Background: an optimization exercise with open tools, aiming at a short achievable clock period and few clock cycles. Do not read the settings as production practice. The RTL was checked by simulation tests, not by an equivalence proof against the original design. Power is estimated from default activity; no workload was simulated.

== before ==
==> flow/design.v (excerpt) <==
module rv_core (
    input  logic  i_clk,
    input  logic  i_rst_n,
    output rv_core_pkg::word_t o_im_addr,
    input  rv_core_pkg::word_t i_im_data,
    output rv_core_pkg::word_t o_dm_addr,
    output rv_core_pkg::word_t o_dm_wdata,
    output logic  o_dm_cs,
    output logic  o_dm_we,
    input  rv_core_pkg::word_t i_dm_rdata
);
For scale: ~6700 cells after synthesis, about 160 I/O pins.
Settings: LEC_CHECK=0, CAP_MARGIN=20, CELL_PAD_IN_SITES_DETAIL_PLACEMENT=1, CELL_PAD_IN_SITES_GLOBAL_PLACEMENT=2, CORE_MARGIN=2, CORE_UTILIZATION=30, PLACE_DENSITY=0.45, SETUP_SLACK_MARGIN=4.5, SLEW_MARGIN=20, SYNTH_HIERARCHICAL=1; clock period 7.0 ns.
standard.sh (not shown) runs the stock make flow with config.mk's settings and CLKGATE_MAP_FILE= SYNTH_SCRIPT=/design/flow/synth_recipe.tcl, a recipe that flattens the netlist after the stock synthesis.
==> flow/flow/run.sh <==
#!/bin/bash
set -euo pipefail
bash standard.sh ADDER_MAP_FILE= "BUFFER_PORTS_ARGS=-buffer_cell sky130_fd_sc_hd__buf_4" finish > flow_make.log 2>&1
Testbench counts of before, summed over its fixed seeds: cycles 5,824.
Changes in after relative to before:
- CELL_PAD_IN_SITES_GLOBAL_PLACEMENT removed (was 2)
- CELL_PAD_IN_SITES_DETAIL_PLACEMENT removed (was 1)
- PLACE_DENSITY changed from 0.45 to 0.5
[summary]
Summary of after over before: total stage count of the critical path saw a decrease, setup slack went up, sequential share of layout area rose by 1.6 points. For synthesized cell count, before and after come out practically identical. Measured against before, the clock power of after comes out at 0.877 times the reference value. Compared to before, after has post-detailed-route wirelength per cell 16% lower. Compared to before, after has final cell count 146 lower.

---

## run A
rv_core, a different RTL version from the one above (not shown whole).
Size: ~6700 cells after synthesis, about 160 I/O pins, ~65000 um2 of cells after synthesis.
==> flow/config.mk <==
export PLATFORM = sky130hd
export DESIGN_NAME = rv_core
export DESIGN_NICKNAME = rv_core
export VERILOG_FILES = /design/flow/design.v
export SDC_FILE = /design/flow/constraint.sdc
export NUM_CORES = 4
export LEC_CHECK = 0
export CAP_MARGIN = 20
export CELL_PAD_IN_SITES_DETAIL_PLACEMENT = 1
export CELL_PAD_IN_SITES_GLOBAL_PLACEMENT = 2
export CORE_MARGIN = 2
export CORE_UTILIZATION = 30
export PLACE_DENSITY = 0.45
export SETUP_SLACK_MARGIN = 4.5
export SLEW_MARGIN = 20
export SYNTH_HIERARCHICAL = 1
==> flow/constraint.sdc <==
create_clock -name core_clock -period 7.0 [get_ports {i_clk}]
set_input_delay 1.4000 -clock core_clock [delete_from_list [all_inputs] [get_ports {i_clk}]]
set_output_delay 1.4000 -clock core_clock [all_outputs]
set_load 0.01 [all_outputs]
Scripts as last shown in full above: flow/flow/run.sh
Run A completed; timing, DRC and antenna clean
Testbench counts of run A, summed over its fixed seeds: cycles 5,824.
### run A -> run B
--- a/flow/config.mk
+++ b/flow/config.mk
@@ -12,2 +12,2 @@
-export CORE_UTILIZATION = 30
-export PLACE_DENSITY = 0.45
+export CORE_UTILIZATION = 45
+export PLACE_DENSITY = 0.6
==> comparison <==
Run B: cell area lower than run A
A slowest stage cell on the critical path of sky130_fd_sc_hd__a221o_1 is what run B shows, while sky130_fd_sc_hd__dfrtp_1 belongs to run A.
Diff run A -> run B | number of placed instances, taps included | decrease of about 10%
When run B is set beside run A, its critical path depth in cells turns out to be 11 larger.
Setup slack was higher in the run labelled run B.
Run A has a lower data required time at the worst endpoint than run B.
Run B ended with less switching portion of total power than run A.
### run B -> run C
--- a/flow/config.mk
+++ b/flow/config.mk
@@ -9,2 +8,0 @@
-export CELL_PAD_IN_SITES_DETAIL_PLACEMENT = 1
-export CELL_PAD_IN_SITES_GLOBAL_PLACEMENT = 2
@@ -12,2 +10,2 @@
-export CORE_UTILIZATION = 45
-export PLACE_DENSITY = 0.6
+export CORE_UTILIZATION = 30
+export PLACE_DENSITY = 0.5
--- outcome ---
- For run B, the cell with the largest stage delay on the worst path was sky130_fd_sc_hd__a221o_1, unlike run C, where it was sky130_fd_sc_hd__dfrtp_1.
- Number of fill cells in the layout ends up lower on run B.
- [compare] base=run B new=run C: register-to-register slack went up by 0.05 ns, depth of the critical timing path with buffers and inverters included went down 11.
- Global-route track usage on met3 in run C is 5.0 points lower than in run B

[re-timing with driven ports]
In the flow no input, the clock included, has a driving cell. The finished layouts below were timed again as built, in two steps. Step 1: set_driving_cell puts a clkbuf_16 on i_clk and a buf_2 on each other input, an assumption about the parent block. Step 2 moves the port delays by t, midway between the first and last clock arrival at a register: inputs arrive t later, outputs are due t later. That takes back most of the time a late clock gives input paths. a / b / c = ideal ports / drivers / drivers and shift; a / b = the first two.
| run | shift t [ns] | setup slack, ns | hold slack, ns | worst setup path at the end | worst slew at a driven data input, ns |
|---|---|---|---|---|---|
| before | 0.927 | 4.188 / 4.154 / 3.356 | 0.346 / 0.346 / 0.346 | input to register | 0.12 |
| after | 0.928 | 4.195 / 4.097 / 3.412 | 0.355 / 0.355 / 0.355 | input to register | 0.14 |
| run A | 0.938 | 4.239 / 4.139 / 3.439 | 0.350 / 0.350 / 0.350 | input to register | 0.09 |
| run B | 0.884 | 4.282 / 4.226 / 3.391 | 0.349 / 0.349 / 0.349 | input to register | 0.28 |
| run C | 0.893 | 4.265 / 4.179 / 3.445 | 0.348 / 0.348 / 0.348 | input to register | 0.31 |
After both steps setup and hold are still met in every run listed. For run B, which loses most, drivers alone change the setup slack by -0.056 ns; drivers and shift together by -0.891 ns.
